Background: an optimization exercise with open tools, aiming at small area and a short achievable clock period. Do not read the settings as production practice. RTL that was checked went through simulation tests only; none was proved equivalent to the original. Function not checked in runs 5 to 7: the RTL went through the layout flow alone. Power is estimated from default activity; no workload was simulated.

==> design/flow/design.v <==
package hostBusPkg;
  typedef logic [11-1:0] addrT;
  typedef logic [16-1:0] dataT;
  typedef logic [1:0] offsetT;
  typedef enum logic [2:0] {
    MISC,
    GPIO,
    SERIAL,
    INTERP0,
    INTERP1,
    INTERP2,
    NONE
  } regionT;
  typedef struct packed {
    logic       rd;
    logic [1:0] dacIdx;
    logic [4:0] regAddr;
  } serialCmdT;
endpackage
package dspPkg;
  typedef logic signed [18-1:0] sampleT;
  typedef logic [14-1:0] dacWordT;
  typedef logic [1:0] ratioT;
endpackage
`timescale 1ns/100ps
module hostRegs (
  input  logic               ck933,
  input  logic               rstN,
  input  logic               nCs,
  input  logic               nWe,
  input  logic               nRd,
  input  hostBusPkg::addrT   addr,
  input  hostBusPkg::dataT   wrData,
  output hostBusPkg::dataT   rdData,
  input  hostBusPkg::dataT   serialRd,
  input  hostBusPkg::dataT   interpRd0,
  input  hostBusPkg::dataT   interpRd1,
  input  hostBusPkg::dataT   interpRd2,
  output logic               serialWrEn,
  output logic               interpWrEn0,
  output logic               interpWrEn1,
  output logic               interpWrEn2,
  output hostBusPkg::offsetT wrOffset,
  output logic               softReset,
  output hostBusPkg::dataT   gpioOut
);
  logic               hiZero;
  logic               selMisc;
  logic               selGpio;
  logic               selSerial;
  logic               selInterp0;
  logic               selInterp1;
  logic               selInterp2;
  hostBusPkg::dataT   rdMux;
  logic               wrStrobe;
  logic               rdStrobe;
  assign hiZero     = (addr[11-1:5] == '0);
  assign selMisc    = hiZero && (addr[4:2] == 3'(11'h000 >> 2));
  assign selGpio    = hiZero && (addr[4:2] == 3'(11'h004 >> 2));
  assign selSerial  = hiZero && (addr[4:2] == 3'(11'h008 >> 2));
  assign selInterp0 = hiZero && (addr[4:2] == 3'(11'h00C >> 2));
  assign selInterp1 = hiZero && (addr[4:2] == 3'(11'h010 >> 2));
  assign selInterp2 = hiZero && (addr[4:2] == 3'(11'h014 >> 2));
  assign wrOffset = addr[1:0];
  assign wrStrobe = !nCs && !nWe;
  assign rdStrobe = !nCs && !nRd;
  assign serialWrEn  = wrStrobe && selSerial;
  assign interpWrEn0 = wrStrobe && selInterp0;
  assign interpWrEn1 = wrStrobe && selInterp1;
  assign interpWrEn2 = wrStrobe && selInterp2;
  always_ff @(posedge ck933) begin
    if (!rstN) begin
      softReset <= 1'b0;
    end else begin
      softReset <= wrStrobe && selMisc && (wrOffset == 2'd0);
    end
  end
  always_ff @(posedge ck933) begin
    if (!rstN || softReset) begin
      gpioOut <= 16'h0003;
    end else if (wrStrobe && selGpio) begin
      gpioOut <= wrData;
    end
  end
  assign rdMux = ({16{selMisc && (wrOffset == 2'd1)}} & 16'h0A31) |
                 ({16{selGpio}}    & gpioOut)   |
                 ({16{selSerial}}  & serialRd)  |
                 ({16{selInterp0}} & interpRd0) |
                 ({16{selInterp1}} & interpRd1) |
                 ({16{selInterp2}} & interpRd2);
  always_ff @(posedge ck933) begin
    if (rdStrobe) begin
      rdData <= rdMux;
    end
  end
endmodule
`timescale 1ns/100ps
module dacSerialCtrl (
  input  logic               ck933,
  input  logic               rstN,
  input  logic               softReset,
  input  logic               wrEn,
  input  hostBusPkg::offsetT wrOffset,
  input  hostBusPkg::dataT   wrData,
  output hostBusPkg::dataT   rdData,
  output logic               sclk,
  output logic [2:0]         dacNCs,
  output logic               sdioOut,
  output logic               sdioOe,
  input  logic               sdioIn
);
  typedef enum logic [1:0] {
    sIdle,
    sLoad,
    sShift,
    sEnd
  } stateT;
  stateT                  state;
  hostBusPkg::serialCmdT  cmd;
  logic [7:0]             txByte;
  logic [7:0]             rxByte;
  logic [5:0]             cnt;
  logic [3:0]             bitCnt;
  logic [1:0]             phase;
  logic [15:0]            frame;
  logic [15:0]            nextBits;
  logic [3:0]             selOneHot;
  logic                   busy;
  logic                   startFrame;
  logic                   rst;
  assign rst        = !rstN || softReset;
  assign busy       = (state != sIdle);
  assign startFrame = wrEn && (wrOffset == 2'd1) && !busy;
  assign selOneHot  = 4'b0001 << cmd.dacIdx;
  assign bitCnt     = cnt[5:2];
  assign phase      = cnt[1:0];
  assign frame = {cmd, txByte};
  always_comb begin
    for (int i = 0; i < 16; i++) begin
      nextBits[i] = (i < 15) ? frame[14 - i] : 1'b0;
    end
  end
  always_ff @(posedge ck933) begin
    if (rst) begin
      state   <= sIdle;
      cmd     <= '0;
      txByte  <= '0;
      rxByte  <= '0;
      sclk    <= 1'b0;
      dacNCs  <= 3'b111;
      sdioOut <= 1'b0;
      sdioOe  <= 1'b0;
    end else begin
      case (state)
        sIdle: begin
          if (wrEn && (wrOffset == 2'd0)) begin
            cmd <= wrData[7:0];
          end
          if (startFrame) begin
            txByte <= wrData[7:0];
            state  <= sLoad;
          end
        end
        sLoad: begin
          sdioOut <= cmd[7];
          sdioOe  <= 1'b1;
          dacNCs  <= ~selOneHot[2:0];
          state   <= sShift;
        end
        sShift: begin
          if (phase == 2'd1) begin
            sclk <= ~&dacNCs;
          end
          if (cmd.rd && bitCnt[3] && (phase == 2'd2)) begin
            rxByte <= {rxByte[6:0], sdioIn};
          end
          if (phase == 2'd3) begin
            sclk <= 1'b0;
            if (bitCnt == 4'd15) begin
              dacNCs <= 3'b111;
              sdioOe <= 1'b0;
              state  <= sEnd;
            end else begin
              sdioOut <= nextBits[bitCnt];
              if (cmd.rd && (bitCnt == 4'd7)) begin
                sdioOe <= 1'b0;
              end
            end
          end
        end
        sEnd: begin
          if (phase == 2'd1) begin
            state <= sIdle;
          end
        end
        default: state <= sIdle;
      endcase
    end
  end
  always_ff @(posedge ck933) begin
    if (state == sLoad) begin
      cnt <= '0;
    end else begin
      cnt <= cnt + 1'b1;
    end
  end
  always_comb begin
    rdData = '0;
    case (wrOffset)
      2'd0:   rdData[7:0] = cmd;
      2'd1: rdData[7:0] = txByte;
      2'd2: begin
        rdData[7:0]              = rxByte;
        rdData[8] = busy;
      end
      default: rdData = '0;
    endcase
  end
endmodule
`timescale 1ns/100ps
module interpolator (
  input  logic               ck933,
  input  logic               rstN,
  input  logic               softReset,
  input  logic               wrEn,
  input  hostBusPkg::offsetT wrOffset,
  input  hostBusPkg::dataT   wrData,
  output hostBusPkg::dataT   rdData,
  input  dspPkg::sampleT     sample,
  input  logic               sampleEn,
  output dspPkg::dacWordT    dacWord
);
  localparam int fracW = 3;
  localparam int accW  = 18 + fracW + 1;
  localparam int diffW = 18 + 1;
  dspPkg::ratioT             ratio;
  logic signed [16-1:0] offset;
  logic signed [diffW-1:0]   diff;
  dspPkg::sampleT            target;
  logic [accW-1:0]           accB;
  logic                      accTop;
  logic [diffW-1:0]          tgtP8;
  logic signed [accW-1:0]    step;
  logic [3:0]                stepsLeft;
  logic                      ramping;
  logic                      rampNext;
  logic [1:0]                ratioNext;
  logic [3:0]                stepSel;
  logic [accW+2:0]           diffX;
  logic [accW-1:0]           accNext;
  logic [diffW-1:0]          diffNext;
  logic [accW-3:0]           rndA;
  logic [accW-3:0]           rndB;
  logic [accW-3:0]           sum;
  logic signed [accW-7:0]    rounded;
  logic [14-1:0]         clipped;
  logic                      rst;
  assign rst = !rstN || softReset;
  assign ramping   = |stepSel;
  assign ratioNext = (wrEn && (wrOffset == 2'd0)) ? wrData[1:0] : ratio;
  assign rampNext  = sampleEn || (ramping && (stepsLeft != 4'd1));
  assign diffX   = {{3{diff[diffW-1]}}, diff, 3'b000};
  always_comb begin
    for (int i = 0; i < accW; i++) begin
      step[i] = (stepSel[0] & diffX[i]) | (stepSel[1] & diffX[i + 1]) |
                (stepSel[2] & diffX[i + 2]) | (stepSel[3] & diffX[i + 3]);
    end
  end
  assign accTop  = accB[accW-1] & |accB[accW-2:6];
  assign rndA    = {accTop, accB[accW-1:fracW]};
  assign rndB    = {{(accW-2-16){offset[16-1]}}, offset};
  bkAdd #(.W(accW-2)) rndAdd (.a(rndA), .b(rndB), .cin(1'b0), .s(sum));
  assign rounded = sum[accW-3:4];
  fastAdd #(.W(accW)) accAdd (.a(accB), .b(step), .cin(1'b0), .s(accNext));
  assign tgtP8 = {target[18-1], target} + diffW'(8);
  bkAdd #(.W(diffW)) diffSub (
    .a   ({sample[18-1], sample}),
    .b   (~{target[18-1], target}),
    .cin (1'b1),
    .s   (diffNext)
  );
  always_comb begin
    if (rounded[accW-7:14-1] == '0 || rounded[accW-7:14-1] == '1) begin
      clipped = {~rounded[14-1], rounded[14-2:0]};
    end else begin
      clipped = {~rounded[accW-7], {(14-1){~rounded[accW-7]}}};
    end
  end
  always_ff @(posedge ck933) begin
    if (rst) begin
      ratio     <= '0;
      offset    <= '0;
      target    <= '0;
      accB      <= accW'(64);
      stepsLeft <= '0;
      stepSel   <= '0;
      dacWord   <= 14'h2000;
    end else begin
      ratio   <= ratioNext;
      stepSel <= {4{rampNext}} & (4'b0001 << ratioNext);
      if (wrEn && (wrOffset == 2'd1)) begin
        offset <= wrData;
      end
      if (sampleEn) begin
        target    <= sample;
        accB      <= {tgtP8, 3'b000};
        stepsLeft <= 4'd1 << ratio;
      end else begin
        accB      <= accNext;
        if (ramping) begin
          stepsLeft <= stepsLeft - 1'b1;
        end
      end
      dacWord <= clipped;
    end
  end
  always_ff @(posedge ck933) begin
    if (sampleEn) begin
      diff <= diffNext;
    end
  end
  always_comb begin
    rdData = '0;
    case (wrOffset)
      2'd0:  rdData[1:0] = ratio;
      2'd1: rdData = offset;
      default:     rdData = '0;
    endcase
  end
endmodule
module fastAdd #(
  parameter int W = 22
) (
  input  logic [W-1:0] a,
  input  logic [W-1:0] b,
  input  logic         cin,
  output logic [W-1:0] s
);
  localparam int L = $clog2(W);
  logic [W-1:0] p;
  logic [W-1:0] g [L+1];
  logic [W-1:0] t [L+1];
  logic [W:0]   c;
  assign p    = a ^ b;
  assign g[0] = (a & b) | {{(W-1){1'b0}}, p[0] & cin};
  assign t[0] = p;
  for (genvar l = 0; l < L; l++) begin : gLevel
    for (genvar i = 0; i < W; i++) begin : gBit
      if ((i >> l) % 2 == 1) begin : gJoin
        localparam int j = ((i >> (l + 1)) << (l + 1)) + (1 << l) - 1;
        assign g[l+1][i] = g[l][i] | (t[l][i] & g[l][j]);
        assign t[l+1][i] = t[l][i] & t[l][j];
      end else begin : gPass
        assign g[l+1][i] = g[l][i];
        assign t[l+1][i] = t[l][i];
      end
    end
  end
  assign c = {g[L], cin};
  assign s = p ^ c[W-1:0];
endmodule
module bkAdd #(
  parameter int W = 20
) (
  input  logic [W-1:0] a,
  input  logic [W-1:0] b,
  input  logic         cin,
  output logic [W-1:0] s
);
  localparam int L = $clog2(W);
  logic [W-1:0] p;
  logic [W-1:0] g;
  logic [W-1:0] t;
  always_comb begin
    p = a ^ b;
    g = (a & b) | {{(W-1){1'b0}}, p[0] & cin};
    t = p;
    for (int l = 0; l < L; l++) begin
      for (int i = 0; i < W; i++) begin
        if (((i + 1) % (1 << (l + 1))) == 0) begin
          g[i] = g[i] | (t[i] & g[i - (1 << l)]);
          t[i] = t[i] & t[i - (1 << l)];
        end
      end
    end
    for (int l = L - 2; l >= 0; l--) begin
      for (int i = 0; i < W; i++) begin
        if ((((i + 1) % (1 << (l + 1))) == (1 << l)) && (i >= (1 << (l + 1)))) begin
          g[i] = g[i] | (t[i] & g[i - (1 << l)]);
          t[i] = t[i] & t[i - (1 << l)];
        end
      end
    end
    s = p ^ {g[W-2:0], cin};
  end
endmodule
`timescale 1ns/100ps
module dacSubsystem (
  input  logic             ck933,
  input  logic             rstN,
  input  logic             nCs,
  input  logic             nWe,
  input  logic             nRd,
  input  hostBusPkg::addrT addr,
  input  hostBusPkg::dataT wrData,
  output hostBusPkg::dataT rdData,
  input  dspPkg::sampleT   sample0,
  input  dspPkg::sampleT   sample1,
  input  dspPkg::sampleT   sample2,
  input  logic             sampleEn0,
  input  logic             sampleEn1,
  input  logic             sampleEn2,
  output logic             sclk,
  output logic             dacNCs0,
  output logic             dacNCs1,
  output logic             dacNCs2,
  output logic             sdioOut,
  output logic             sdioOe,
  input  logic             sdioIn,
  output dspPkg::dacWordT  dacWord0,
  output dspPkg::dacWordT  dacWord1,
  output dspPkg::dacWordT  dacWord2,
  output logic             dacRst,
  output logic             bsyncNLock,
  output logic             demodNLock
);
  hostBusPkg::offsetT wrOffset;
  hostBusPkg::dataT   serialRd;
  hostBusPkg::dataT   interpRd0;
  hostBusPkg::dataT   interpRd1;
  hostBusPkg::dataT   interpRd2;
  hostBusPkg::dataT   gpioOut;
  logic               serialWrEn;
  logic               interpWrEn0;
  logic               interpWrEn1;
  logic               interpWrEn2;
  logic               softReset;
  logic [2:0]         dacNCs;
  hostRegs hostRegs (
    .ck933       (ck933),
    .rstN        (rstN),
    .nCs         (nCs),
    .nWe         (nWe),
    .nRd         (nRd),
    .addr        (addr),
    .wrData      (wrData),
    .rdData      (rdData),
    .serialRd    (serialRd),
    .interpRd0   (interpRd0),
    .interpRd1   (interpRd1),
    .interpRd2   (interpRd2),
    .serialWrEn  (serialWrEn),
    .interpWrEn0 (interpWrEn0),
    .interpWrEn1 (interpWrEn1),
    .interpWrEn2 (interpWrEn2),
    .wrOffset    (wrOffset),
    .softReset   (softReset),
    .gpioOut     (gpioOut)
  );
  assign dacRst     = softReset;
  assign bsyncNLock = gpioOut[0];
  assign demodNLock = gpioOut[1];
  dacSerialCtrl dacSerialCtrl (
    .ck933     (ck933),
    .rstN      (rstN),
    .softReset (softReset),
    .wrEn      (serialWrEn),
    .wrOffset  (wrOffset),
    .wrData    (wrData),
    .rdData    (serialRd),
    .sclk      (sclk),
    .dacNCs    (dacNCs),
    .sdioOut   (sdioOut),
    .sdioOe    (sdioOe),
    .sdioIn    (sdioIn)
  );
  assign dacNCs0 = dacNCs[0];
  assign dacNCs1 = dacNCs[1];
  assign dacNCs2 = dacNCs[2];
  interpolator interp0 (
    .ck933     (ck933),
    .rstN      (rstN),
    .softReset (softReset),
    .wrEn      (interpWrEn0),
    .wrOffset  (wrOffset),
    .wrData    (wrData),
    .rdData    (interpRd0),
    .sample    (sample0),
    .sampleEn  (sampleEn0),
    .dacWord   (dacWord0)
  );
  interpolator interp1 (
    .ck933     (ck933),
    .rstN      (rstN),
    .softReset (softReset),
    .wrEn      (interpWrEn1),
    .wrOffset  (wrOffset),
    .wrData    (wrData),
    .rdData    (interpRd1),
    .sample    (sample1),
    .sampleEn  (sampleEn1),
    .dacWord   (dacWord1)
  );
  interpolator interp2 (
    .ck933     (ck933),
    .rstN      (rstN),
    .softReset (softReset),
    .wrEn      (interpWrEn2),
    .wrOffset  (wrOffset),
    .wrData    (wrData),
    .rdData    (interpRd2),
    .sample    (sample2),
    .sampleEn  (sampleEn2),
    .dacWord   (dacWord2)
  );
endmodule
==> design/flow/flow/run.sh <==
#!/bin/bash
# Standard synthesis without the full/half-adder cell mapping (registers are unchanged), then
# the standard layout; the resizer may pick any cell of the same function (not only one with
# the same footprint), and the port buffers are plain buffers.
set -euo pipefail
bash standard.sh ADDER_MAP_FILE= synth > synth.log 2>&1
bash standard.sh ADDER_MAP_FILE= MATCH_CELL_FOOTPRINT=0 "BUFFER_PORTS_ARGS=-buffer_cell sky130_fd_sc_hd__buf_1" finish > layout.log 2>&1
==> design/flow/standard.sh <==
#!/bin/bash
# synth_recipe.tcl (not shown) runs the flow's synth.tcl, then flattens the netlist and writes it again
# the make line also repeats each setting of config.mk as NAME=value (left out here)
make -C /OpenROAD-flow-scripts/flow DESIGN_CONFIG=/design/flow/config.mk WORK_HOME=/design/flow/orfs CLKGATE_MAP_FILE= SYNTH_SCRIPT=/design/flow/synth_recipe.tcl "${@:-finish}"
==> design/flow/config.mk <==
export PLATFORM = sky130hd
export DESIGN_NAME = dacSubsystem
export DESIGN_NICKNAME = dacSubsystem
export VERILOG_FILES = /design/flow/design.v
export SDC_FILE = /design/flow/constraint.sdc
export NUM_CORES = 4
export LEC_CHECK = 0
export ABC_AREA = 1
export CAP_MARGIN = 20
export CORE_MARGIN = 2
export CORE_UTILIZATION = 40
export CTS_BUF_LIST = sky130_fd_sc_hd__clkbuf_8
export CTS_CLUSTER_DIAMETER = 60
export CTS_CLUSTER_SIZE = 16
export SETUP_SLACK_MARGIN = 3.6
export SLEW_MARGIN = 20
==> design/flow/constraint.sdc <==
create_clock -name core_clock -period 6.0 [get_ports {ck933}]
set_input_delay 1.2000 -clock core_clock [delete_from_list [all_inputs] [get_ports {ck933}]]
set_output_delay 1.2000 -clock core_clock [all_outputs]
set_load 0.01 [all_outputs]
==> impl_metrics.toml, run 1 <==
[status]
outcome = "timing/DRC/antenna clean"

[floorplanning]
rows = 87
ios = 157
die_area_mm2 = 0.0590
core_area_mm2 = 0.0564
dieHeight_um = 243
die_width_um = 243
start_util_pct = 40.5

[setup_path]
path_cells = "buf_1"
path_class = "register to primary output"
slowest_stage = "edfxtp_1"
cp.arrival_ps = 1330
cp_max_fo = 1
path_delay_family = "flip-flops"
worstPathRequired_ps = 4800
slowest_delay_ps = 470
cp-end-kind = "primary output"
crit_buf_inv = 1
crit_path_start_kind = "register"

[timing]
fin_crit_sh_pct = 42.1
worst_pin_slew_ps = 1020
skew_ps = 44.7
finalSetupViolCount = 0
layout_setup_ws_ps = 3470
slew_violations = 0
hold_violations = 0
hold-worst-slack_ps = 469
rsz0062_at_grt = "yes"
fin_crit_ps = 2530
fmax_mhz = 395
slew_headroom_pct = 31.7
fin_setup_tns_ps = 0

[cts]
cts_max_level = 2
tritoncts.num_buffers = 41
clk_path_buf_depth = 3
clock-sinks = 368
cts_tree = "done"
cts_root_buffer = "clkbuf_8"
cts.reportedPaths.clkPinSlew_ps = 110
cts_hold_buf = 0
clk_latency_ps = 690

[final_layout]
fillCellCount = 5939
layout.nets = 3832
fin_util_pct = 46.3
synthToLayoutAreaGrowth_pct = 14.4
final_common_cell = "nand2_1"
drive_gt1_share_pct = 12.3
final_cell_mix = "nand2_1 (974), inv_1 (493), nor2_1 (434)"

[synth]
netlist_area_mm2 = 0.0228
synth-warning-count = 8
synth_cell_types = 52
synth_ff_type = "dfxtp_1"
async_flop_share_pct = 0
avgSynthCellArea_um2 = 6.39
yosys_register_bits = 368
synthCells = 3573
synthesis.nets = 3663
synth_seq_area_share_pct = 35.5
synth_edf_count = 73

[detailed_routing]
wl_per_cell_um = 14.5
ant_nets = 0
vias = 22400
drt-initial-drc-count = 1457
dr.pass1.iters = 6
remaining_drc_errors = 0
vias_per_cell = 4.94
routed_wl_um = 65900

[worst_hold_path]
hold_path.class = "register to register"

[placement]
pre_cts_ws_ps = 2480
port_buffers = 156
place.gp.congestion = 0.863
hpwl_um = 48300

[power]
p_leak_nw = 12.0
power_density_mw_per_mm2 = 231
peakVddDrop_mv = 0.127
p_total_mw = 6.04

[grt]
grt_overflow = 0
antenna_found_initial = 6
grt_max_degree = 64
first_global_vias = 19900
grt_pass1_wl_um = 103000
grt_util_all_layers_pct = 21.5

[run]
maxCapViolations = 0
cell families after synthesis:
logic type	after synthesis	synth area share [%]
simple gates	1785	31.9
compound gates	682	16.9
flops	368	35.5
buf+inv	613	10.8
xor+xnor	125	4.90
cells in the mapped netlist, types with 22 or more instances:
library cell,n,share of area (%)
nand2_1,996,16
o22ai_1,78,2.1
nor3_1,34,0.75
clkbuf_1,51,0.84
nor2_1,479,7.9
xnor2_1,42,1.6
inv_1,505,8.3
edfxtp_1,73,9.6
o21ai_0,199,4.4
xor2_1,80,3.1
a21oi_1,277,6.1
a21oi_2,22,0.84
nand3_1,167,3.7
dfxtp_1,295,26
nand2_2,27,0.74
path summary, 6_finish.rpt:
path | startpoint | to | slack [ps] | depth (start not counted)
max | hostRegs.rdData[12]$_DFFE_PP_ | rdData[12] | 3470 | 1
min | hostRegs.gpioOut[10]$_SDFFE_PP0P_ | hostRegs.gpioOut[10]$_SDFFE_PP0P_ | 470 | 2
max reg2reg | interp1.offset[9]$_SDFFE_PP0P_ | interp1.dacWord[0]$_SDFF_PP0_ | 3750 | 16
min reg2reg | hostRegs.gpioOut[10]$_SDFFE_PP0P_ | hostRegs.gpioOut[10]$_SDFFE_PP0P_ | 470 | 2
where the power goes:
group	leakage, nW	internal (mW)	switching (mW)
combinational	8.40	0.442	0.798
clock	0.465	0.745	1.15
sequential	3.14	2.73	0.181
total	12.0	3.91	2.13
flip-flops by register name, indices dropped and copies added, names as in the netlist, 14 cells and up:
| register | count |
|---|---|
| interp1.dacWord | 14 |
| interp0.offset | 16 |
| interp0.diff | 19 |
| interp1.diff | 19 |
| interp2.offset | 16 |
| interp0.accB | 22 |
| interp2.target | 18 |
| interp0.target | 18 |
| hostRegs.gpioOut | 16 |
| interp0.dacWord | 14 |
| interp1.offset | 16 |
| interp1.accB | 22 |
| hostRegs.rdData | 16 |
| interp2.accB | 22 |
| interp2.dacWord | 14 |
| interp2.diff | 19 |
| interp1.target | 18 |
metal layers:
metal | up-vias | part of all wire [%] | routed length (um) | global-route usage, %
met5 | - | 0.070 | 46 | 0
li1 | 11800 | - | - | -
met2 | 519 | 44 | 29000 | 34.5
met1 | 9969 | 47 | 30900 | 29.4
met4 | 8 | 2.7 | 1810 | 6.03
met3 | 110 | 6.2 | 4110 | 4.10
stage by stage:
| stage | instance area [um2] | instances |
|---|---|---|
| 6_report | 26100 | 4531 |
| 5_1_grt | 26100 | 4531 |
| 4_1_cts | 25400 | 4483 |
| 3_5_place_dp | 24300 | 4398 |
| 3_3_place_gp | 24300 | 4398 |
| 2_1_floorplan | 23300 | 3573 |
area by class of cell:
type                       count  area (um2)  share of cell area, %
antenna                        1        2.50                0.00958
clock buffer                  43         592                   2.27
clock inverter                32         288                   1.10
inverter                     517        1960                   7.52
multi-input combinational   2594       12900                   49.5
sequential                   368        8190                   31.3
tap                          756         946                   3.62
timing repair buffer         219        1210                   4.64
timing repair inverter         1        7.51                 0.0287
what timing repair did:
action	4_1_cts	5_1_grt
hold endpoints to repair	0	0
pin swaps	5	17
gates cloned	3	0
gates resized for setup	60	123
setup buffers	7	47
endpoints found under the setup margin	150	239
==> run 2, diff against run 1 <==
--- a/design/flow/design.v
+++ b/design/flow/design.v
@@ -270,9 +270,9 @@
   assign rndA    = {accTop, accB[accW-1:fracW]};
   assign rndB    = {{(accW-2-16){offset[16-1]}}, offset};
-  bkAdd #(.W(accW-2)) rndAdd (.a(rndA), .b(rndB), .cin(1'b0), .s(sum));
+  fastAdd #(.W(accW-2)) rndAdd (.a(rndA), .b(rndB), .cin(1'b0), .s(sum));
   assign rounded = sum[accW-3:4];
   fastAdd #(.W(accW)) accAdd (.a(accB), .b(step), .cin(1'b0), .s(accNext));
   assign tgtP8 = {target[18-1], target} + diffW'(8);
-  bkAdd #(.W(diffW)) diffSub (
+  fastAdd #(.W(diffW)) diffSub (
     .a   ({sample[18-1], sample}),
     .b   (~{target[18-1], target}),
@@ -360,39 +360,4 @@
   assign s = p ^ c[W-1:0];
 endmodule
-module bkAdd #(
-  parameter int W = 20
-) (
-  input  logic [W-1:0] a,
-  input  logic [W-1:0] b,
-  input  logic         cin,
-  output logic [W-1:0] s
-);
-  localparam int L = $clog2(W);
-  logic [W-1:0] p;
-  logic [W-1:0] g;
-  logic [W-1:0] t;
-  always_comb begin
-    p = a ^ b;
-    g = (a & b) | {{(W-1){1'b0}}, p[0] & cin};
-    t = p;
-    for (int l = 0; l < L; l++) begin
-      for (int i = 0; i < W; i++) begin
-        if (((i + 1) % (1 << (l + 1))) == 0) begin
-          g[i] = g[i] | (t[i] & g[i - (1 << l)]);
-          t[i] = t[i] & t[i - (1 << l)];
-        end
-      end
-    end
-    for (int l = L - 2; l >= 0; l--) begin
-      for (int i = 0; i < W; i++) begin
-        if ((((i + 1) % (1 << (l + 1))) == (1 << l)) && (i >= (1 << (l + 1)))) begin
-          g[i] = g[i] | (t[i] & g[i - (1 << l)]);
-          t[i] = t[i] & t[i - (1 << l)];
-        end
-      end
-    end
-    s = p ^ {g[W-2:0], cin};
-  end
-endmodule
 `timescale 1ns/100ps
 module dacSubsystem (
--- a/design/flow/config.mk
+++ b/design/flow/config.mk
@@ -10,7 +10,4 @@
 export CORE_MARGIN = 2
 export CORE_UTILIZATION = 40
-export CTS_BUF_LIST = sky130_fd_sc_hd__clkbuf_8
-export CTS_CLUSTER_DIAMETER = 60
-export CTS_CLUSTER_SIZE = 16
-export SETUP_SLACK_MARGIN = 3.6
+export SETUP_SLACK_MARGIN = 3.5
 export SLEW_MARGIN = 20
==> run 2 against run 1 <==
Effect of this change:
- sequential power is essentially flat
- via count grew 2.3%
- sequential share of layout area shrank 1.3 points
- fmax grew 2.1%
- register-to-register slack lost 140 ps
==> impl_metrics.toml, run 2 <==
[status]
outcome = "timing/DRC/antenna clean"

[detailed_routing]
drt-initial-drc-count = 1774
wl_met2_um = 28900
routed_wl_um = 67600
vias = 22900
vias_per_cell = 4.98
wl_per_cell_um = 14.7
drt-met1-wl_um = 32400
ant_nets = 0
wl_met3_um = 4660
dr.pass1.iters = 5
top_layer_used = "met5"
remaining_drc_errors = 0

[floorplanning]
die_width_um = 246
ios = 157
rows = 88
start_util_pct = 40.5
core_area_mm2 = 0.0578
die_area_mm2 = 0.0605
dieHeight_um = 246

[final_layout]
final_common_cell = "nand2_1"
synthToLayoutAreaGrowth_pct = 15.6
seqCellArea_mm2 = 0.00814
fillCellCount = 6008
top_regs = "interp0.accB x22, interp1.accB x22, interp2.accB x22"
layout.nets = 3886
final_cell_mix = "nand2_1 (904), inv_1 (494), nor2_1 (417)"
drive_gt1_share_pct = 12.1
multi_input_area_mm2 = 0.0131

[power]
p_total_mw = 6.96
peakVddDrop_mv = 0.249
p_leak_nw = 12.2
power_density_mw_per_mm2 = 257

[setup_path]
crit_path_start_kind = "input pin"
cp.arrival_ps = 2810
r2r-start = "interp1.target[3]$_SDFFE_PP0P_"
worstPathRequired_ps = 6340
setup.worst_path.start = "addr[10]"
r2r_slack_ps = 3610
cp-end-kind = "register"
path_class = "input pin to register"
cp_max_fo = 6

[synth]
yosys.area.top_type = "dfxtp_1"
yosys.area.top_type_share_pct = 25.2
synthCells = 3634
yosysMostFrequentCell = "nand2_1"
yosys_register_bits = 368
netlist_area_mm2 = 0.0234
ys_top_cells_by_count = "nand2_1 (915), inv_1 (510), nor2_1 (447)"
synthesis.nets = 3724
async_flop_share_pct = 0
synth_seq_area_share_pct = 34.6
synth_cell_types = 50
synth_area_leaders = "dfxtp_1 (25%), nand2_1 (15%), edfxtp_1 (9.4%), inv_1 (8.2%), nor2_1 (7.2%)"
synth_edf_count = 73
synth_ff_type = "dfxtp_1"
synth-warning-count = 12
avgSynthCellArea_um2 = 6.44

[grt]
grt_util_all_layers_pct = 22.0
antenna_found_initial = 2
grt_max_degree = 112
grt_pass1_wl_um = 108000
first_global_vias = 20500
grt_overflow = 0

[run]
maxCapViolations = 0

[worst_hold_path]
hold_path.class = "register to register"
min-delay-start = "hostRegs.gpioOut[11]$_SDFFE_PP0P_"

[timing]
finalSetupViolCount = 0
hold-worst-slack_ps = 447
slew_headroom_pct = 23.8
worst_pin_slew_ps = 1130
slew_violations = 0
layout_setup_ws_ps = 3520
fmax_mhz = 404
skew_ps = 25.2
fin_crit_sh_pct = 41.3
fin_crit_ps = 2480
rsz0062_at_grt = "yes"
hold_violations = 0
fin_setup_tns_ps = 0

[cts]
cts_max_level = 2
clk_path_buf_depth = 3
cts_hold_buf = 0
cts_root_buffer = "clkbuf_16"
cts.reportedPaths.clkPinSlew_ps = 60
tritoncts.num_buffers = 44
clock-sinks = 368
cts_tree = "done"
clk_latency_ps = 590

[placement]
hpwl_um = 50300
port_buffers = 156
pre_cts_ws_ps = 2030
place.gp.congestion = 0.923
run 2: worst paths after layout:
| path | endpoint | depth (start not counted) |
|---|---|---|
| max | hostRegs.rdData[9]$_DFFE_PP_ | 9 |
| max reg2reg | interp1.accB[20]$_SDFF_PP0_ | 11 |
| min | hostRegs.gpioOut[11]$_SDFFE_PP0P_ | 2 |
| min reg2reg | hostRegs.gpioOut[11]$_SDFFE_PP0P_ | 2 |
run 2: layout make-up:
type,count,share of cell area (%)
clock buffer,59,4.93
clock inverter,23,0.726
multi-input combinational,2621,48.5
antenna,2,0.0185
sequential,368,30.1
tap,765,3.54
timing repair buffer,215,4.24
timing repair inverter,3,0.0971
inverter,543,7.88
run 2: logic make-up (layout without fill, tap and decap cells):
group,count (synthesis),in the layout,synth area share (%)
AO/OA/AOI/OAI,747,747,18.0
buffers and inverters,645,843,11.2
AND/OR/NAND/NOR,1753,1753,31.7
XOR/XNOR,121,121,4.53
other,0,2,0
flip-flops,368,368,34.6
run 2: per-layer routing:
| layer | vias up | track usage, % |
|---|---|---|
| met2 | 559 | 33.9 |
| met5 | - | 0 |
| met4 | 4 | 5.47 |
| li1 | 12000 | - |
| met3 | 104 | 4.20 |
| met1 | 10200 | 31.3 |
run 2: per-stage QoR:
step,std cells,util [%],area (um2)
finish,4599,46.8,27100
global route,4597,46.8,27100
CTS,4561,45.8,26500
detailed placement,4464,42.8,24800
global placement,4464,42.8,24800
floorplan,3634,-,23700
run 2: report_power, final:
| part | internal (mW) | switching, mW |
|---|---|---|
| combinational | 0.437 | 0.828 |
| clock | 1.66 | 1.14 |
| sequential | 2.73 | 0.171 |
run 2: critical path, stage by stage:
cell      delay [ps]
buf_1             70
nor2_1           100
nand4_1           90
buf_4            200
nor3_1           300
inv_1            240
o21ai_0          160
a221oi_1          90
o22ai_1          370
run 2: what timing repair did:
item	in CTS	in global routing
setup endpoints to repair	223	169
pin swaps	4	13
cloned	2	1
gates resized for setup	38	65
buffers inserted	13	35
==> run 3, diff against run 2 <==
--- a/design/flow/config.mk
+++ b/design/flow/config.mk
@@ -10,4 +10,6 @@
 export CORE_MARGIN = 2
 export CORE_UTILIZATION = 40
-export SETUP_SLACK_MARGIN = 3.5
+export CTS_CLUSTER_DIAMETER = 80
+export CTS_CLUSTER_SIZE = 22
+export SETUP_SLACK_MARGIN = 3.6
 export SLEW_MARGIN = 20
==> run 3 against run 2 <==
Effect of this change:
- synthesized cell count stayed put
- non-clock buffer count is 7 higher
- hold slack better by 0.95 ps
- still clean
- critical path depth is 8 lower
- fmax is 3.1% higher
- sequential power hardly changed
- clock skew is 2.1 ps lower
- flip-flop and latch count stayed put
- combinational power hardly changed
- routed wire length is 0.58% higher
- first-iteration DRC count is 13% lower
- total power is 9.5% lower
==> impl_metrics.toml, run 3 <==
[cts]
tritoncts.num_buffers = 28
clk_latency_ps = 610
cts.reportedPaths.clkPinSlew_ps = 90
clk_path_buf_depth = 3
cts_root_buffer = "clkbuf_16"
cts_tree = "done"
cts_max_level = 1
cts_hold_buf = 0
clock-sinks = 368

[final_layout]
final_common_cell = "nand2_1"
top_regs = "interp0.accB x22, interp1.accB x22, interp2.accB x22"
diodes = 0
drive_gt1_share_pct = 13.2
fillCellCount = 6098
final_cell_mix = "nand2_1 (902), inv_1 (493), nor2_1 (398)"
layout.nets = 3876
synthToLayoutAreaGrowth_pct = 14.6

[timing]
fin_setup_tns_ps = 0
fmax_mhz = 416
worst_pin_slew_ps = 732
fin_crit_sh_pct = 40.0
hold-worst-slack_ps = 448
slew_headroom_pct = 50.7
rsz0062_at_grt = "yes"
slew_violations = 0
finalSetupViolCount = 0
hold_violations = 0
skew_ps = 23.0
fin_crit_ps = 2400

[setup_path]
crit_path_start_kind = "register"
worstPathRequired_ps = 4800
ff2ff_path_depth = 15
path_class = "register to primary output"
path_delay_family = "flip-flops"
slowest_delay_ps = 430
slowest_stage = "edfxtp_1"
cp-end-kind = "primary output"
crit_buf_inv = 1
path_cells = "clkbuf_2"
cp.arrival_ps = 1200
crit_cells = 1
cp_max_fo = 1

[detailed_routing]
drt-initial-drc-count = 1539
dr.pass1.iters = 5
routed_wl_um = 68000
wl_per_cell_um = 14.9
vias_per_cell = 4.99
vias = 22800
ant_nets = 0
remaining_drc_errors = 0

[placement]
place.gp.congestion = 0.924
port_buffers = 156
hpwl_um = 50600

[synth]
synth_edf_count = 73
synth_area_leaders = "dfxtp_1 (25%), nand2_1 (15%), edfxtp_1 (9.4%), inv_1 (8.2%), nor2_1 (7.2%)"
yosys_register_bits = 368
synth-compound-area-share_pct = 18.0
synthXorXnorAreaFrac_pct = 4.53
muxShareOfSynthArea_pct = 0
netlist_area_mm2 = 0.0234
yosys.area.top_type = "dfxtp_1"
synth_ff_type = "dfxtp_1"
synth-warning-count = 12
synth_fa_ha_area_share_pct = 0
yosysMostFrequentCell = "nand2_1"
yosys.area.top_type_share_pct = 25.2
synthCells = 3634
async_flop_share_pct = 0
synthesis.nets = 3724
synth_cell_types = 50
ys_top_cells_by_count = "nand2_1 (915), inv_1 (510), nor2_1 (447)"
avgSynthCellArea_um2 = 6.44
synth_top_family_by_area = "simple AND/OR/NAND/NOR gates"
synth_seq_area_share_pct = 34.6
synth_simple_gate_area_share_pct = 31.7

[run]
maxCapViolations = 0

[power]
peakVddDrop_mv = 0.220
p_leak_nw = 12.1
power_density_mw_per_mm2 = 235
p_total_mw = 6.30

[status]
outcome = "timing/DRC/antenna clean"

[floorplanning]
die_width_um = 246
rows = 88
core_area_mm2 = 0.0578
start_util_pct = 40.5
dieHeight_um = 246
ios = 157
die_area_mm2 = 0.0605

[grt]
first_global_vias = 20500
grt_max_degree = 100
grt_overflow = 0
grt_pass1_wl_um = 108000
grt_util_all_layers_pct = 21.9
antenna_found_initial = 0

[worst_hold_path]
hold_path.class = "register to register"
whs_path_depth = 1
-- run 3: cell counts after synthesis --
No cell type changed its count.
-- run 3: layout make-up --
class,instances,area (um2),share of cell area (%)
clock buffer,32,758,2.82
timing repair inverter,2,12.5,0.0466
sequential,368,8150,30.4
tap,765,957,3.57
multi-input combinational,2621,13400,49.8
timing repair buffer,222,1240,4.62
inverter,543,2100,7.84
clock inverter,20,251,0.937
-- run 3: final timing paths --
path                                                      start                         endpoint  slack (ps)
worst max-delay path              hostRegs.rdData[12]$_DFFE_PP_                       rdData[12]        3600
worst min register to register  dacSerialCtrl.cnt[0]$_SDFF_PN0_  dacSerialCtrl.cnt[0]$_SDFF_PN0_         450
worst min-delay path            dacSerialCtrl.cnt[0]$_SDFF_PN0_  dacSerialCtrl.cnt[0]$_SDFF_PN0_         450
worst max register to register    interp2.stepSel[3]$_SDFF_PP0_      interp2.accB[20]$_SDFF_PP0_        3770
-- run 3: worst register-to-register path: stages (launching register included) --
cell and delay [ps]:
dfxtp_4 400, buf_4 190, nand2_1 60, nand2_1 80, o21ai_0 250, nand2_1 120, nor2_1 160, nand2_1 70
nand2_1 160, a21oi_1 110, nand2_2 150, nand2_1 90, nand3_1 80, nand3_1 70, nand2_1 90, inv_1 40
-- run 3: stage by stage --
step                      setup WS [ps]  instances  utilization (%)  cell area [um2]
after floorplan                    3300       3634                -            23800
after global placement             2190       4464             43.0            24800
after detailed placement           2130       4464             43.0            24800
after CTS                          3560       4540             45.4            26200
after global routing               3500       4573             46.4            26800
final                              3600       4573             46.4            26800
-- run 3: logic make-up after synthesis --
family                 Yosys count
AO/OA/AOI/OAI                  747
XOR/XNOR                       121
AND/OR/NAND/NOR               1753
flip-flops                     368
buffers and inverters          645
-- run 3: power breakdown --
group          switching (mW)  total [mW]  internal (mW)  leakage [nW]
Combinational           0.840        1.29          0.448          8.46
Sequential              0.172        2.89           2.72          3.14
Clock                    1.07        2.12           1.05         0.494
-- run 3: layer usage --
layer	routed length (um)	up-vias	track usage (%)
li1	-	11900	-
met1	32200	10300	30.4
met2	30800	460	36.1
met3	3100	104	2.29
met4	1890	0	5.90
met5	0	-	0
-- run 3: repair_timing --
action                                  4_1_cts  5_1_grt
resized for setup                            63      104
pin swaps                                     9       28
gates cloned                                  2        0
setup buffers                                22       32
endpoints found under the setup margin      275      190
==> run 4, diff against run 3 <==
--- a/design/flow/config.mk
+++ b/design/flow/config.mk
@@ -12,4 +12,4 @@
 export CTS_CLUSTER_DIAMETER = 80
 export CTS_CLUSTER_SIZE = 22
-export SETUP_SLACK_MARGIN = 3.6
+export SETUP_SLACK_MARGIN = 3.5
 export SLEW_MARGIN = 20
==> run 4 against run 3 <==
Effect of this change:
- still clean on timing, DRC and antenna
- sequential share of layout area is 0.33 points higher
- setup slack worse by 36 ps
- synthesized area stayed put
- flip-flop and latch count stayed put
- first-iteration DRC count is 14% higher
- largest power group unchanged
- highest routed layer is now met5
==> impl_metrics.toml, run 4 <==
[final_layout]
final_common_cell = "nand2_1"
layout.nets = 3865
fillCellCount = 6044
fin_util_pct = 45.9
finalInstanceArea_mm2 = 0.0265
synthToLayoutAreaGrowth_pct = 13.3
drive_gt1_share_pct = 11.3
final_cell_mix = "nand2_1 (903), inv_1 (495), nor2_1 (420)"
top_regs = "interp0.accB x22, interp1.accB x22, interp2.accB x22"
final_cells = 4564

[cts]
clock-sinks = 368
cts.reportedPaths.clkPinSlew_ps = 90
clk_latency_ps = 600
clk_path_buf_depth = 3
tritoncts.num_buffers = 28
cts_max_level = 1
cts_hold_buf = 0
cts_tree = "done"
cts_root_buffer = "clkbuf_16"

[grt]
first_global_vias = 20100
grt_overflow = 0
antenna_found_initial = 2
grt_pass1_wl_um = 106000
grt_util_all_layers_pct = 21.6
top_usage_layer = "met2"
use_met3_pct = 3.14
use_met1_pct = 31.4
grt_max_degree = 112
gr-usage-met2_pct = 33.5

[worst_hold_path]
hold_path.class = "register to register"

[power]
p_int_mw = 4.17
power_density_mw_per_mm2 = 235
pwr-share-comb_pct = 20.2
p_leak_nw = 11.9
peakVddDrop_mv = 0.210
p_total_mw = 6.24
p_clk_share_pct = 33.5
p_seq_share_pct = 46.3
netSwitchingFraction_pct = 33.3
switchingPower_mw = 2.08

[placement]
place.gp.congestion = 0.923
hpwl_um = 50300
pre_cts_ws_ps = 2030
port_buffers = 156
dp.cells = 4464
dpl_cell_area_mm2 = 0.0248

[setup_path]
slowest_delay_ps = 470
slowest_stage = "edfxtp_1"
path_cells = "buf_1"
worstPathRequired_ps = 4800
cp-end-kind = "primary output"
path_delay_family = "flip-flops"
cp_max_fo = 1
r2r_slack_ps = 3620
crit_buf_inv = 1
path_class = "register to primary output"
cp.arrival_ps = 1240
crit_path_start_kind = "register"

[synth]
async_flop_share_pct = 0
netlist_area_mm2 = 0.0234
synthesis.nets = 3724
synth-warning-count = 12
synth_ff_type = "dfxtp_1"
synth_edf_count = 73
synthCells = 3634
synth_seq_area_share_pct = 34.6
synth_area_leaders = "dfxtp_1 (25%), nand2_1 (15%), edfxtp_1 (9.4%), inv_1 (8.2%), nor2_1 (7.2%)"
avgSynthCellArea_um2 = 6.44
synth_cell_types = 50
yosys_register_bits = 368
yosys.area.top_type_share_pct = 25.2
yosysMostFrequentCell = "nand2_1"
yosys.area.top_type = "dfxtp_1"
ys_top_cells_by_count = "nand2_1 (915), inv_1 (510), nor2_1 (447)"

[floorplanning]
dieHeight_um = 246
start_util_pct = 40.5
rows = 88
die_width_um = 246
die_area_mm2 = 0.0605
ios = 157
core_area_mm2 = 0.0578

[detailed_routing]
ant_nets = 0
vias = 22600
drt-initial-drc-count = 1756
routed_wl_um = 66500
remaining_drc_errors = 0
vias_per_cell = 4.95
wl_per_cell_um = 14.6
dr.pass1.iters = 7

[status]
outcome = "timing/DRC/antenna clean"

[timing]
finalSetupViolCount = 0
layout_setup_ws_ps = 3560
slew_headroom_pct = 28.7
fmax_mhz = 410
fin_setup_tns_ps = 0
slew_violations = 0
skew_ps = 16.5
worst_pin_slew_ps = 1060
fin_crit_sh_pct = 40.6
hold_violations = 0
hold-worst-slack_ps = 458
fin_crit_ps = 2440
rsz0062_at_grt = "yes"

[run]
maxCapViolations = 0
[run 4: cell counts after synthesis]
Identical to the previous run, type by type.
[run 4: metal layers]
| layer | wire (um) | vias to the layer above |
|---|---|---|
| met4 | 1340 | 4 |
| met2 | 28300 | 556 |
| met1 | 32400 | 9958 |
| met3 | 4440 | 87 |
| met5 | 21 | - |
| li1 | - | 12000 |
[run 4: kinds of logic after synthesis]
group,synth area share [%]
xor+xnor,4.53
simple gates,31.7
buf+inv,11.2
flops,34.6
compound gates,18.0
[run 4: layout make-up]
class / count / area, um2 / share of cell area (%)
Antenna cell: 2 / 5.00 / 0.0189
Inverter: 543 / 2130 / 8.02
Timing Repair Buffer: 211 / 1140 / 4.31
Timing Repair inverter: 2 / 15.0 / 0.0566
Tap cell: 765 / 957 / 3.61
Clock inverter: 21 / 248 / 0.934
Clock buffer: 31 / 754 / 2.84
Sequential cell: 368 / 8150 / 30.7
Multi-Input combinational cell: 2621 / 13100 / 49.5
[run 4: worst paths after layout]
kind / start / endpoint / cells past startpoint
worst max register to register: interp1.target[3]$_SDFFE_PP0P_ / interp1.accB[20]$_SDFF_PP0_ / 11
worst min-delay path: dacSerialCtrl.cnt[0]$_SDFF_PN0_ / dacSerialCtrl.cnt[0]$_SDFF_PN0_ / 1
worst max-delay path: hostRegs.rdData[0]$_DFFE_PP_ / rdData[0] / 1
worst min register to register: dacSerialCtrl.cnt[0]$_SDFF_PN0_ / dacSerialCtrl.cnt[0]$_SDFF_PN0_ / 1
[run 4: power by group through the flow]
stage	clock network, mW	registers (mW)	logic [mW]
after floorplan	0	2.91	0.922
after global placement	0	2.95	1.20
after detailed placement	0	2.95	1.20
after CTS	2.13	2.90	1.22
after global routing	2.23	2.92	1.43
final	2.09	2.89	1.26
[run 4: repair_timing]
item                       in CTS  in global routing
gates resized for setup        37                 66
cloned                          2                  0
setup endpoints to repair     221                213
pin swaps                       3                 12
buffers inserted               13                 31
==> run 5, diff against run 4 <==
--- a/design/flow/design.v
+++ b/design/flow/design.v
@@ -55,4 +55,5 @@
   logic               wrStrobe;
   logic               rdStrobe;
+  logic               rdHit;
   assign hiZero     = (addr[11-1:5] == '0);
   assign selMisc    = hiZero && (addr[4:2] == 3'(11'h000 >> 2));
@@ -89,6 +90,10 @@
                  ({16{selInterp1}} & interpRd1) |
                  ({16{selInterp2}} & interpRd2);
+  assign rdHit = (selMisc && (wrOffset == 2'd1)) || selGpio || selSerial ||
+                 selInterp0 || selInterp1 || selInterp2;
   always_ff @(posedge ck933) begin
-    if (rdStrobe) begin
+    if (rdStrobe && !rdHit) begin
+      rdData <= '0;
+    end else if (rdStrobe) begin
       rdData <= rdMux;
     end
--- a/design/flow/config.mk
+++ b/design/flow/config.mk
@@ -12,4 +12,4 @@
 export CTS_CLUSTER_DIAMETER = 80
 export CTS_CLUSTER_SIZE = 22
-export SETUP_SLACK_MARGIN = 3.5
+export SETUP_SLACK_MARGIN = 3.6
 export SLEW_MARGIN = 20
==> run 5 against run 4 <==
Effect of this change:
- sequential power about the same
- critical path type is now input pin to register
- die area is 0.55% higher
- clock power is essentially flat
- core utilization increased by 0.73 points
- non-clock buffer count increased by 13
- still clean on timing, DRC and antenna
- critical path depth grew 11
- cell count grew 1.1%
- largest power group unchanged
==> impl_metrics.toml, run 5 <==
[status]
outcome = "timing/DRC/antenna clean"

[grt]
grt_pass1_wl_um = 110000
antenna_found_initial = 1
grt_max_degree = 140
first_global_vias = 21000
grt_util_all_layers_pct = 22.4
grt_overflow = 0

[cts]
tritoncts.num_buffers = 28
clock-sinks = 368
cts_max_level = 1
clk_latency_ps = 610
cts_root_buffer = "clkbuf_16"
cts_tree = "done"
clk_path_buf_depth = 3
cts.reportedPaths.clkPinSlew_ps = 90

[timing]
slew_headroom_pct = 53.5
skew_ps = 21.8
hold_violations = 0
fin_crit_sh_pct = 40.4
slew_violations = 0
fin_crit_ps = 2420
rsz0062_at_grt = "yes"
finalSetupViolCount = 0
fmax_mhz = 413
fin_setup_tns_ps = 0
worst_pin_slew_ps = 692

[detailed_routing]
wl_per_cell_um = 15.1
wl_met2_um = 32000
wl_met3_um = 3790
vias = 23200
drt-met1-wl_um = 32200
drt-initial-drc-count = 1819
top_layer_used = "met4"
vias_per_cell = 5.04
routed_wl_um = 69800
ant_nets = 0
dr.pass1.iters = 6
remaining_drc_errors = 0

[synth]
synth_area_leaders = "dfxtp_1 (26%), nand2_1 (15%), nor2_1 (7.4%), edfxtp_1 (7.3%), inv_1 (7.1%)"
async_flop_share_pct = 0
yosys.area.top_type = "dfxtp_1"
synth-warning-count = 12
avgSynthCellArea_um2 = 6.41
yosysMostFrequentCell = "nand2_1"
ys_top_cells_by_count = "nand2_1 (954), nor2_1 (466), inv_1 (446)"
synth_edf_count = 57
synth_cell_types = 57
synthesis.nets = 3762
yosys.area.top_type_share_pct = 26.4
netlist_area_mm2 = 0.0236
yosys_register_bits = 368
synth_ff_type = "dfxtp_1"
synthCells = 3672
synth_seq_area_share_pct = 33.7

[floorplanning]
die_width_um = 247
dieHeight_um = 247
die_area_mm2 = 0.0608
start_util_pct = 40.7
ios = 157
rows = 88
core_area_mm2 = 0.0579

[setup_path]
r2r-end = "interp2.accB[21]$_SDFF_PP0_"
worstPathRequired_ps = 6480
cp_max_fo = 7
cp-end-kind = "register"
r2r-start = "interp2.diff[3]$_DFFE_PP_"
path_class = "input pin to register"
slowest_stage = "nor3_4"
cp.arrival_ps = 2900
path_delay_family = "simple AND/OR/NAND/NOR gates"
r2r_slack_ps = 3810
crit_buf_inv = 5
path_cells = "buf_1 -> nor2_4 -> nand3_4 -> nor3_4 -> inv_2 -> nor2_2 -> inv_2 -> nor3_4 -> buf_6 -> clkinvlp_4 -> nor2_2 -> a211oi_2"
ff2ff_path_depth = 16
crit_path_start_kind = "input pin"
crit_cells = 12
slowest_delay_ps = 270

[final_layout]
top_regs = "interp0.accB x22, interp1.accB x22, interp2.accB x22"
fin_util_pct = 46.6
layout.nets = 3917
drive_gt1_share_pct = 14.9
final_cell_mix = "nand2_1 (938), inv_1 (431), nor2_1 (412)"
final_common_cell = "nand2_1"
synthToLayoutAreaGrowth_pct = 14.7

[power]
p_leak_nw = 12.2
power_density_mw_per_mm2 = 231
peakVddDrop_mv = 0.252

[placement]
hpwl_um = 51400
place.gp.congestion = 0.940
port_buffers = 156

[run]
maxCapViolations = 0

[worst_hold_path]
hold_path.class = "register to register"
whs_path_depth = 1
min-delay-start = "interp1.accB[0]$_SDFF_PP0_"
whs_endpoint = "interp1.accB[0]$_SDFF_PP0_"
==> run 5: layout make-up <==
type / count / area (um2)
fill: 6074 / 30900
multi-input combinational: 2714 / 13900
sequential: 368 / 8010
inverter: 488 / 1900
timing repair buffer: 224 / 1200
tap: 765 / 957
clock buffer: 32 / 768
clock inverter: 18 / 239
timing repair inverter: 3 / 22.5
antenna: 2 / 5.00
==> run 5: repair_timing <==
action / 4_1_cts / 5_1_grt
gates cloned: 4 / 4
endpoints found under the setup margin: 151 / 200
setup buffers: 17 / 36
endpoints found under the hold margin: 0 / 0
hold buffers: 0 / 0
resized for setup: 59 / 121
pin swaps: 7 / 30
==> run 5: kinds of logic after synthesis <==
group / count (synthesis) / synth area share, %
compound gates: 724 / 17.5
xor+xnor: 121 / 4.53
buf+inv: 592 / 10.3
flops: 368 / 33.7
simple gates: 1867 / 33.9
==> run 5: per-layer routing <==
metal | GRT usage, % | up-vias
met5 | 0 | -
met4 | 5.76 | 0
met3 | 2.77 | 98
met2 | 37.8 | 552
met1 | 30.1 | 10400
li1 | - | 12200
==> run 5: worst max path at each step <==
stage	from	end
finish	addr[6]	interp2.offset[10]$_SDFFE_PP0P_
global route	addr[6]	interp2.offset[10]$_SDFFE_PP0P_
CTS	addr[1]	hostRegs.rdData[0]$_SDFFE_PP0P_
detailed placement	nCs	interp1.offset[10]$_SDFFE_PP0P_
global placement	addr[2]	interp1.stepSel[0]$_SDFF_PP0_
floorplan	sample2[1]	interp2.diff[18]$_DFFE_PP_
==> run 5: report_power, final <==
part	total (mW)	leakage, nW	switching (mW)	internal [mW]
combinational	1.26	8.64	0.818	0.439
clock	2.11	0.492	1.08	1.02
sequential	2.89	3.12	0.183	2.70
total	6.25	12.2	2.08	4.17
==> run 5: stage by stage <==
stage / cell area (um2) / hold slack [ps] / power (mW) / std cells / setup slack, ps
after floorplan: 24000 / 413 / 3.82 / 3672 / 3300
after global placement: 25000 / 423 / 4.13 / 4501 / 2380
after detailed placement: 25000 / 431 / 4.13 / 4501 / 2460
after CTS: 26300 / 451 / 6.27 / 4572 / 3580
after global routing: 27000 / 469 / 6.58 / 4613 / 3490
final: 27000 / 451 / 6.25 / 4614 / 3580
==> run 6, diff against run 5 <==
--- a/design/flow/config.mk
+++ b/design/flow/config.mk
@@ -12,4 +12,4 @@
 export CTS_CLUSTER_DIAMETER = 80
 export CTS_CLUSTER_SIZE = 22
-export SETUP_SLACK_MARGIN = 3.6
+export SETUP_SLACK_MARGIN = 3.8
 export SLEW_MARGIN = 20
==> run 6 against run 5 <==
Effect of this change:
- count of clock-buffer cells in the layout is the same
- core utilization is 6.1 points higher
- largest power group unchanged
- register-to-register slack better by 80 ps
- combinational power grew 21%
- fmax is 4.3% higher
- critical path type unchanged
- sequential share of layout area down 2.9 points
- synthesized cell count unchanged
- clock power decreased by 8%
==> impl_metrics.toml, run 6 <==
[timing]
hold-worst-slack_ps = 440
hold_violations = 0
worst_pin_slew_ps = 615
fin_setup_tns_ps = 0
slew_headroom_pct = 58.9
fmax_mhz = 430
fin_crit_sh_pct = 38.7
rsz0062_at_grt = "yes"
finalSetupViolCount = 0
skew_ps = 18.7
slew_violations = 0
fin_crit_ps = 2320

[synth]
synth_area_leaders = "dfxtp_1 (26%), nand2_1 (15%), nor2_1 (7.4%), edfxtp_1 (7.3%), inv_1 (7.1%)"
yosys.area.top_type_share_pct = 26.4
avgSynthCellArea_um2 = 6.41
yosys_register_bits = 368
synth_ff_type = "dfxtp_1"
async_flop_share_pct = 0
synthesis.nets = 3762
synthCells = 3672
synth-warning-count = 12
yosysMostFrequentCell = "nand2_1"
netlist_area_mm2 = 0.0236
synth_edf_count = 57
synth_cell_types = 57
ys_top_cells_by_count = "nand2_1 (954), nor2_1 (466), inv_1 (446)"
yosys.area.top_type = "dfxtp_1"
synth_seq_area_share_pct = 33.7

[power]
power_density_mw_per_mm2 = 209
p_leak_nw = 13.7
p_total_mw = 6.37
peakVddDrop_mv = 0.271

[worst_hold_path]
hold_path.class = "register to register"

[setup_path]
r2r_slack_ps = 3890
cp_max_fo = 7
crit_path_start_kind = "input pin"
cp.arrival_ps = 2780
cp-end-kind = "register"
path_class = "input pin to register"
worstPathRequired_ps = 6460

[final_layout]
final_common_cell = "nand2_1"
final_cells = 4762
final_cell_mix = "nand2_1 (863), inv_1 (409), nor2_1 (318)"
drive_gt1_share_pct = 29.5
fillCellCount = 5697
synthToLayoutAreaGrowth_pct = 29.7
finalInstanceArea_mm2 = 0.0305
top_regs = "interp0.accB x22, interp1.accB x22, interp2.accB x22"
layout.nets = 4066

[detailed_routing]
ant_nets = 0
drt-initial-drc-count = 1507
remaining_drc_errors = 0
wl_per_cell_um = 15.6
routed_wl_um = 74300
dr.pass1.iters = 7
vias = 24400
vias_per_cell = 5.12

[cts]
clock-sinks = 368
cts.reportedPaths.clkPinSlew_ps = 80
cts_max_level = 1
clk_path_buf_depth = 3
cts_hold_buf = 0
clk_latency_ps = 590
cts_tree = "done"
tritoncts.num_buffers = 27
cts_root_buffer = "clkbuf_16"

[grt]
grt_max_degree = 100
grt_util_all_layers_pct = 22.6
antenna_found_initial = 5
first_global_vias = 21400
grt_pass1_wl_um = 111000
grt_overflow = 0

[floorplanning]
rows = 88
core_area_mm2 = 0.0579
start_util_pct = 40.7
ios = 157
die_area_mm2 = 0.0608
dieHeight_um = 247
die_width_um = 247

[placement]
dpl_cell_area_mm2 = 0.0252
dp.cells = 4505
place.gp.congestion = 0.961
port_buffers = 156
hpwl_um = 51600

[run]
maxCapViolations = 0

[status]
outcome = "timing/DRC/antenna clean"
## run 6: cell counts after synthesis
Identical to the previous run, type by type.
## run 6: report_power, final
group / internal [mW] / switching [mW]
logic: 0.598 / 0.930
clock network: 0.918 / 1.03
registers: 2.70 / 0.187
## run 6: stage by stage
stage,setup WS [ps],util (%)
floorplan,3300,-
global placement,2420,43.6
detailed placement,2350,43.6
CTS,3670,47.8
global route,3600,52.7
finish,3680,52.7
## run 6: path summary, 6_finish.rpt
path | start | to | cells after the start
worst min-delay path | dacSerialCtrl.cnt[0]$_SDFF_PN0_ | dacSerialCtrl.cnt[0]$_SDFF_PN0_ | 1
worst max-delay path | addr[6] | interp2.offset[8]$_SDFFE_PP0P_ | 12
worst min register to register | dacSerialCtrl.cnt[0]$_SDFF_PN0_ | dacSerialCtrl.cnt[0]$_SDFF_PN0_ | 1
worst max register to register | interp0.stepSel[3]$_SDFF_PP0_ | interp0.accB[21]$_SDFF_PP0_ | 18
## run 6: final cells by class
type,instances,area [um2],share of cell area (%)
Timing Repair Buffer,372,3060,10.0
Tap cell,765,957,3.13
Inverter,488,1950,6.38
Clock buffer,32,736,2.41
Clock inverter,17,168,0.549
Antenna cell,1,2.50,0.00819
Multi-Input combinational cell,2717,15500,50.7
Timing Repair inverter,2,18.8,0.0614
Sequential cell,368,8180,26.8
## run 6: metal layers
metal  vias to the layer above  wire [um]  global-route usage [%]
met5                         -         60                       0
met4                        10       2460                    6.01
met3                       123       4100                    3.51
met2                       563      34000                    37.6
met1                     11200      33700                    30.3
li1                      12500          -                       -
## run 6: logic make-up (layout without fill, tap and decap cells)
logic type             Yosys count  in the layout  synth area share, %
AO/OA/AOI/OAI                  724            724                 17.5
buffers and inverters          592            911                 10.3
other                            0              1                    0
XOR/XNOR                       121            121                 4.53
AND/OR/NAND/NOR               1867           1872                 33.9
flip-flops                     368            368                 33.7
## run 6: repair_timing
item                                   4_1_cts  5_1_grt
buffers inserted                            71      122
endpoints found under the hold margin        0        0
setup endpoints to repair                  345      302
gates resized for setup                    401      604
pin swaps                                   37      186
cloned                                       4       10
## run 6: worst max-delay path: stages
cell and delay (ps):
buf_12 110, nor2_4 110, nand3_4 160, nor3_4 180, inv_2 90, nor2_4 120
inv_4 50, nor3_4 140, buf_6 170, clkinvlp_4 230, nor2_2 170, a211oi_2 50
==> run 7, diff against run 6 <==
--- a/design/flow/design.v
+++ b/design/flow/design.v
@@ -275,9 +275,9 @@
   assign rndA    = {accTop, accB[accW-1:fracW]};
   assign rndB    = {{(accW-2-16){offset[16-1]}}, offset};
-  fastAdd #(.W(accW-2)) rndAdd (.a(rndA), .b(rndB), .cin(1'b0), .s(sum));
+  bkAdd #(.W(accW-2)) rndAdd (.a(rndA), .b(rndB), .cin(1'b0), .s(sum));
   assign rounded = sum[accW-3:4];
   fastAdd #(.W(accW)) accAdd (.a(accB), .b(step), .cin(1'b0), .s(accNext));
   assign tgtP8 = {target[18-1], target} + diffW'(8);
-  fastAdd #(.W(diffW)) diffSub (
+  bkAdd #(.W(diffW)) diffSub (
     .a   ({sample[18-1], sample}),
     .b   (~{target[18-1], target}),
@@ -365,4 +365,39 @@
   assign s = p ^ c[W-1:0];
 endmodule
+module bkAdd #(
+  parameter int W = 20
+) (
+  input  logic [W-1:0] a,
+  input  logic [W-1:0] b,
+  input  logic         cin,
+  output logic [W-1:0] s
+);
+  localparam int L = $clog2(W);
+  logic [W-1:0] p;
+  logic [W-1:0] g;
+  logic [W-1:0] t;
+  always_comb begin
+    p = a ^ b;
+    g = (a & b) | {{(W-1){1'b0}}, p[0] & cin};
+    t = p;
+    for (int l = 0; l < L; l++) begin
+      for (int i = 0; i < W; i++) begin
+        if (((i + 1) % (1 << (l + 1))) == 0) begin
+          g[i] = g[i] | (t[i] & g[i - (1 << l)]);
+          t[i] = t[i] & t[i - (1 << l)];
+        end
+      end
+    end
+    for (int l = L - 2; l >= 0; l--) begin
+      for (int i = 0; i < W; i++) begin
+        if ((((i + 1) % (1 << (l + 1))) == (1 << l)) && (i >= (1 << (l + 1)))) begin
+          g[i] = g[i] | (t[i] & g[i - (1 << l)]);
+          t[i] = t[i] & t[i - (1 << l)];
+        end
+      end
+    end
+    s = p ^ {g[W-2:0], cin};
+  end
+endmodule
 `timescale 1ns/100ps
 module dacSubsystem (
--- a/design/flow/config.mk
+++ b/design/flow/config.mk
@@ -12,4 +12,4 @@
 export CTS_CLUSTER_DIAMETER = 80
 export CTS_CLUSTER_SIZE = 22
-export SETUP_SLACK_MARGIN = 3.8
+export SETUP_SLACK_MARGIN = 3.6
 export SLEW_MARGIN = 20
==> run 7 against run 6 <==
Effect of this change:
- flip-flop and latch count did not move
- synthesized area fell by 2.1%
- still clean on timing, DRC and antenna
- fmax fell by 6.1%
- sequential share of layout area rose by 3.1 points
- critical endpoint is now hostRegs.rdData[12]$_SDFFE_PP0P_
- register-to-register slack got worse by 170 ps
- total power fell by 0.71%
- largest power group unchanged
- hold slack improved by 35 ps
- count of clock-buffer cells in the layout rose by 3
- die area fell by 2.1%
- setup slack got worse by 150 ps
- non-clock buffer count fell by 132
==> impl_metrics.toml, run 7 <==
[status]
outcome = "timing/DRC/antenna clean"

[detailed_routing]
vias = 22900
vias_per_cell = 4.99
ant_nets = 0
wl_per_cell_um = 14.9
drt-initial-drc-count = 1714
remaining_drc_errors = 0
routed_wl_um = 68400
dr.pass1.iters = 5

[floorplanning]
dieHeight_um = 244
rows = 88
core_area_mm2 = 0.0574
die_width_um = 244
ios = 157
start_util_pct = 40.2
die_area_mm2 = 0.0596

[synth]
ys_top_cells_by_count = "nand2_1 (1006), inv_1 (487), nor2_1 (469)"
synth_edf_count = 57
synth_ff_type = "dfxtp_1"
yosysMostFrequentCell = "nand2_1"
synth-warning-count = 8
yosys.area.top_type_share_pct = 27.0
synth_area_leaders = "dfxtp_1 (27%), nand2_1 (16%), inv_1 (7.9%), nor2_1 (7.6%), edfxtp_1 (7.4%)"
netlist_area_mm2 = 0.0231
synth_seq_area_share_pct = 34.4
synth_cell_types = 56
synthCells = 3645
avgSynthCellArea_um2 = 6.33
yosys.area.top_type = "dfxtp_1"
yosys_register_bits = 368
async_flop_share_pct = 0
synthesis.nets = 3735

[setup_path]
crit_buf_inv = 4
cp.arrival_ps = 3000
cp-end-kind = "register"
slowest_stage = "nor3_4"
crit_path_start_kind = "input pin"
path_class = "input pin to register"
worstPathRequired_ps = 6520
cp_max_fo = 11
slowest_delay_ps = 400
path_delay_family = "simple AND/OR/NAND/NOR gates"
path_cells = "buf_1 -> or2_1 -> nor2_4 -> nand2_4 -> nor3_4 -> clkinv_4 -> buf_12 -> buf_4 -> o22ai_1 -> o21ai_0 -> a31oi_1"

[final_layout]
final_cells = 4599
final_cell_mix = "nand2_1 (970), inv_1 (475), nor2_1 (408)"
drive_gt1_share_pct = 13.4
top_regs = "interp0.accB x22, interp1.accB x22, interp2.accB x22"
fillCellCount = 5998
layout.nets = 3902
synthToLayoutAreaGrowth_pct = 16.8
diodes = 0
final_common_cell = "nand2_1"

[worst_hold_path]
hold_path.class = "register to register"

[cts]
cts.reportedPaths.clkPinSlew_ps = 80
tritoncts.num_buffers = 29
clk_path_buf_depth = 3
cts_hold_buf = 0
cts_root_buffer = "clkbuf_16"
clk_latency_ps = 590
cts_max_level = 1
cts_tree = "done"
clock-sinks = 368

[timing]
slew_violations = 0
worst_pin_slew_ps = 810
hold_violations = 0
fin_crit_ps = 2480
rsz0062_at_grt = "yes"
fmax_mhz = 404
finalSetupViolCount = 0
fin_setup_tns_ps = 0
fin_crit_sh_pct = 41.3
skew_ps = 15.8
slew_headroom_pct = 45.8

[placement]
hpwl_um = 50500
place.gp.congestion = 0.891
port_buffers = 156
dp.cells = 4467

[grt]
grt_max_degree = 92
grt_pass1_wl_um = 106000
grt_util_all_layers_pct = 21.7
antenna_found_initial = 0
first_global_vias = 20100
grt_overflow = 0

[power]
p_leak_nw = 12.3
peakVddDrop_mv = 0.212
power_density_mw_per_mm2 = 235
p_total_mw = 6.33

[run]
maxCapViolations = 0
-- run 7: what timing repair did --
| action | in CTS | in global routing |
|---|---|---|
| gates cloned | 0 | 6 |
| pin swaps | 7 | 36 |
| setup endpoints to repair | 222 | 230 |
| buffers inserted | 7 | 66 |
| resized for setup | 53 | 214 |
-- run 7: layer usage --
layer | track usage [%] | vias to the layer above | part of all wire (%)
li1 | - | 12000 | -
met1 | 31.0 | 10200 | 47
met2 | 33.9 | 582 | 44
met3 | 3.12 | 101 | 6.3
met4 | 6.24 | 0 | 2.8
met5 | 0 | - | 0
-- run 7: path summary, 6_finish.rpt --
check                                   from                                to  slack [ps]  cells past startpoint
min          dacSerialCtrl.cnt[0]$_SDFF_PN0_   dacSerialCtrl.cnt[0]$_SDFF_PN0_         480                      1
max reg2reg       interp0.accB[7]$_SDFF_PP0_     interp0.dacWord[2]$_SDFF_PP0_        3720                     14
min reg2reg  dacSerialCtrl.cnt[0]$_SDFF_PN0_   dacSerialCtrl.cnt[0]$_SDFF_PN0_         480                      1
max                                  addr[5]  hostRegs.rdData[12]$_SDFFE_PP0P_        3520                     11
-- run 7: power breakdown --
part | switching [mW] | internal [mW] | leakage [nW] | total [mW]
clock | 1.02 | 1.01 | 0.483 | 2.03
combinational | 0.880 | 0.486 | 8.68 | 1.37
sequential | 0.206 | 2.72 | 3.13 | 2.93
-- run 7: cell families after synthesis --
kind of cell / synth area share [%]
AND/OR/NAND/NOR: 32.4
AO/OA/AOI/OAI: 17.6
flip-flops: 34.4
XOR/XNOR: 4.92
buffers and inverters: 10.7
-- run 7: through the flow --
stage               area (um2)  setup WS [ps]  hold slack, ps  util (%)
floorplan                23500           3350             426         -
global placement         24500           2600             444      42.6
detailed placement       24500           2590             452      42.7
CTS                      25600           3600             471      44.7
global route             26900           3420             484      47.0
finish                   26900           3520             475      47.0
-- run 7: final cells by class --
type,count,area (um2),area share (%)
inverter,502,1930,7.18
tap,765,957,3.55
timing repair buffer,240,1470,5.45
timing repair inverter,2,13.8,0.0511
clock buffer,35,788,2.93
sequential,368,8040,29.8
multi-input combinational,2669,13600,50.3
clock inverter,18,180,0.669

-- what the ideal ports hide --
How much do the figures lean on ideal ports? The routed layouts below were timed once more, with nothing changed but the port constraints. Step 1: set_driving_cell puts a clkbuf_16 on ck933 and a buf_2 on each other input, an assumption about the parent block. Step 2 adds t to the input delays and takes it off the output delays; t is the mean of the earliest and latest rising clock arrival at the registers after step 1. Input paths then give back, and output paths get back, about the clock's delay inside the block. Three values: ideal, step 1, step 2; two values: the first two.
run | t, ns | setup WS [ns] | worst data-port slew with drivers (ns)
run 1 | 0.720 | 3.471 / 3.416 / 3.007 | 0.10
run 2 | 0.637 | 3.524 / 3.501 / 2.926 | 0.14
run 3 | 0.655 | 3.599 / 3.537 / 2.999 | 0.04
run 4 | 0.653 | 3.562 / 3.501 / 2.932 | 0.14
run 5 | 0.657 | 3.576 / 3.563 / 2.959 | 0.10
run 6 | 0.645 | 3.675 / 3.625 / 3.009 | 0.11
run 7 | 0.649 | 3.523 / 3.564 / 2.916 | 0.07
After both steps every run listed still meets setup and hold. The setup slack of run 6, which loses most, moves by -0.050 ns with the drivers and by -0.666 ns with both steps.
